This is an optimization exercise on Yosys and OpenROAD, whose aim is small area, not a production implementation. In this exercise RTL edits were held to simulation tests only and were not proved equivalent to the original. No activity file was given, so power comes from the tool's default toggle rates.

v25:
## fft_peak_detect
module fft_peak_detect #(
    parameter int width   = 16,
    parameter int N_2     = 5,
    parameter int SKIP_DC = 1
) (
    input  logic                 clk,
    input  logic                 reset,
    input  logic                 in_valid,
    input  logic [2*width-1:0]   in_data,
    input  logic [2*width-1:0]   threshold,
    output logic                 busy,
    output logic                 result_valid,
    input  logic                 result_ack,
    output logic [N_2-1:0]       peak_idx,
    output logic [2*width-1:0]   peak_mag,
    output logic                 peak_found
);
Size: about 1000 cells after synthesis, ~76 flip-flops, ~110 I/O pins, roughly 9900 µm² of cells after synthesis.
clock: 8.0 ns
lec_check: 0
cap_margin: 0
core_margin: 2
core_utilization: 60
slew_margin: 0
synth_hierarchical: 1
standard.sh (not shown) runs the stock make flow with config.mk's settings and CLKGATE_MAP_FILE= SYNTH_SCRIPT=/design/flow/synth_recipe.tcl, a recipe that flattens the netlist after the stock synthesis.
==> flow/flow/run.sh <==
#!/bin/bash
set -e
export BUFFER_PORTS_ARGS="-buffer_cell sky130_fd_sc_hd__buf_1"
export CTS_ARGS="-sink_clustering_enable -repair_clock_nets -dont_use_dummy_load -buf_list sky130_fd_sc_hd__clkbuf_4 -sink_clustering_size 12"
bash standard.sh > standard.log 2>&1
Every stage of the flow completed for v25, and the final layout passed the timing, design-rule and antenna checks.
#### Input delta (v47 over v25)
==> flow/flow/run.sh <==
#!/bin/bash
set -e
export BUFFER_PORTS_ARGS="-buffer_cell sky130_fd_sc_hd__buf_1"
export CTS_ARGS="-sink_clustering_enable -repair_clock_nets -dont_use_dummy_load -buf_list sky130_fd_sc_hd__clkbuf_8 -sink_clustering_size 20"
bash standard.sh > standard.log 2>&1
==> notes.md <==
Diff v47..v25 | number of placed cells counting well taps | unchanged. Going from v25 to v47, first-iteration DRC count shrinks by about 4%. v47: power drawn by the clock network about 35% above v25. Side by side, internal reg-to-reg setup slack turned out lower in v47 than in v25. v47 vs. v25: design area now larger, total die area shows no meaningful change. The higher highest clock frequency the design can meet of v25 and v47 is in v25. On global-route usage, v47 tracks v25 almost exactly. Minimum setup slack in the final design deteriorates in v47 relative to v25. v25 -> v47: cell area after placement delta 0, exact match.
Relative to v47, the following input files were edited for v28:
==> flow/flow/run.sh <==
#!/bin/bash
set -e
export BUFFER_PORTS_ARGS="-buffer_cell sky130_fd_sc_hd__buf_1"
export CTS_ARGS="-sink_clustering_enable -repair_clock_nets -dont_use_dummy_load -buf_list sky130_fd_sc_hd__clkbuf_4 -sink_clustering_size 8"
bash standard.sh > standard.log 2>&1
Results
v28 improves on v47 in final wirelength.
For post-synthesis adder-cell area fraction, v28 and v47 come out practically identical.
Side by side, worst hold slack turned out higher in v28 than in v47.
Multi-input combinational area share ended up 0.35 points higher on v28 than on v47.
v28: mean number of vias per cell is 0.029 lower than what v47 reported.
Comparing v47 and v28, the higher core utilization was measured on v47.
Total power: v28 below v47
Worst setup slack ended up 0.056 ns higher on v28 than on v47.
Of v47 and v28, the run reporting the higher initial detailed-routing violation count was v28.
When the final numbers for v47 and v28 were put side by side, the combinational share of power turned out to be greater in v28.
| transition time at the pin with the least slew margin | v28 vs v47 | ≈ equal |

* * *

Another version of the RTL of fft_peak_detect (not shown whole).
Size: about 950 cells after synthesis, ~75 flip-flops, about 110 I/O pins, about 0.0097 mm2 of cells after synthesis.
clock: 8.0 ns
lec_check: 0
cap_margin: 0
core_margin: 2
core_utilization: 85
gpl_timing_driven: 0
place_density: 0.9
slew_margin: 0
synth_hierarchical: 1
==> flow/flow/run.sh <==
#!/bin/bash
set -e
export REMOVE_ABC_BUFFERS=1
export BUFFER_PORTS_ARGS="-buffer_cell sky130_fd_sc_hd__buf_1"
export CTS_ARGS="-sink_clustering_enable -repair_clock_nets -dont_use_dummy_load -buf_list sky130_fd_sc_hd__clkbuf_8 -sink_clustering_size 20"
bash standard.sh > standard.log 2>&1
Edit:
==> flow/flow/run.sh (replaced) <==
#!/bin/bash
set -e
export REMOVE_ABC_BUFFERS=1
export BUFFER_PORTS_ARGS="-buffer_cell sky130_fd_sc_hd__buf_1"
export CTS_ARGS="-sink_clustering_enable -repair_clock_nets -dont_use_dummy_load -root_buf sky130_fd_sc_hd__clkbuf_4 -buf_list sky130_fd_sc_hd__clkbuf_8 -sink_clustering_size 20"
bash standard.sh > standard.log 2>&1
Settings changed: CORE_UTILIZATION 85 to 75, PLACE_DENSITY 0.9 to 0.8.
Result:
- worst setup slack gets better by 100 ps
- clock skew is higher by 15 ps
- fmax is higher by 1.3%
- design area stays flat
- utilization is lower by 12 points
- count of clock-buffer cells in the layout stays the same
- flip-flop and latch count does not change
- non-clock buffer count is higher by 2
- total power is lower by 12%
- routed wire length is lower by 27%
- die area is higher by 13%
Edit:
==> flow/flow/run.sh (replaced) <==
#!/bin/bash
set -e
export REMOVE_ABC_BUFFERS=1
export BUFFER_PORTS_ARGS="-buffer_cell sky130_fd_sc_hd__buf_1"
export CTS_ARGS="-sink_clustering_enable -repair_clock_nets -dont_use_dummy_load -buf_list sky130_fd_sc_hd__clkbuf_8 -sink_clustering_size 20"
bash standard.sh > standard.log 2>&1
After rerunning:
- The changed run passed the timing, design-rule and antenna checks
- clock-buffer cell count stays the same
- synthesized area is unchanged
- wire length grows by 0.90%

==> port drivers added, routing unchanged <==
How much do the figures lean on ideal ports? The routed layouts below were timed once more, with nothing changed but the port constraints.
Step 1 sets driving cells, clkbuf_16 on the clock port and buf_2 on the other inputs (assumed; they add their load-dependent delay and slew).
Step 2 adds t to the input delays and takes it off the output delays; t is the mean of the earliest and latest rising clock arrival at the registers after step 1. Input paths then give back, and output paths get back, about the clock's delay inside the block.
Three values: ideal, step 1, step 2; two values: the first two.
run	t, ns	slack for setup (ns)	worst hold slack (ns)	latest minus earliest clock arrival (ns)
v25	0.427	0.919 / 0.930 / 0.503	0.435 / 0.435 / 0.435	0.026 / 0.026
v47	0.364	0.863 / 0.872 / 0.508	0.430 / 0.430 / 0.430	0.016 / 0.016
v28	0.427	0.919 / 0.930 / 0.503	0.435 / 0.435 / 0.435	0.026 / 0.026
the first run of note 2	0.365	0.171 / 0.178 / -0.188	0.431 / 0.431 / 0.431	0.016 / 0.017
the second run of note 2	0.432	0.273 / 0.275 / -0.157	0.436 / 0.436 / 0.436	0.031 / 0.031
the third run of note 2	0.370	0.507 / 0.516 / 0.146	0.431 / 0.431 / 0.431	0.019 / 0.018
With both steps, setup timing fails in the first run of note 2 and the second run of note 2, where it was met with ideal ports. The setup slack of the second run of note 2, which loses most, moves by +0.002 ns with the drivers and by -0.430 ns with both steps.
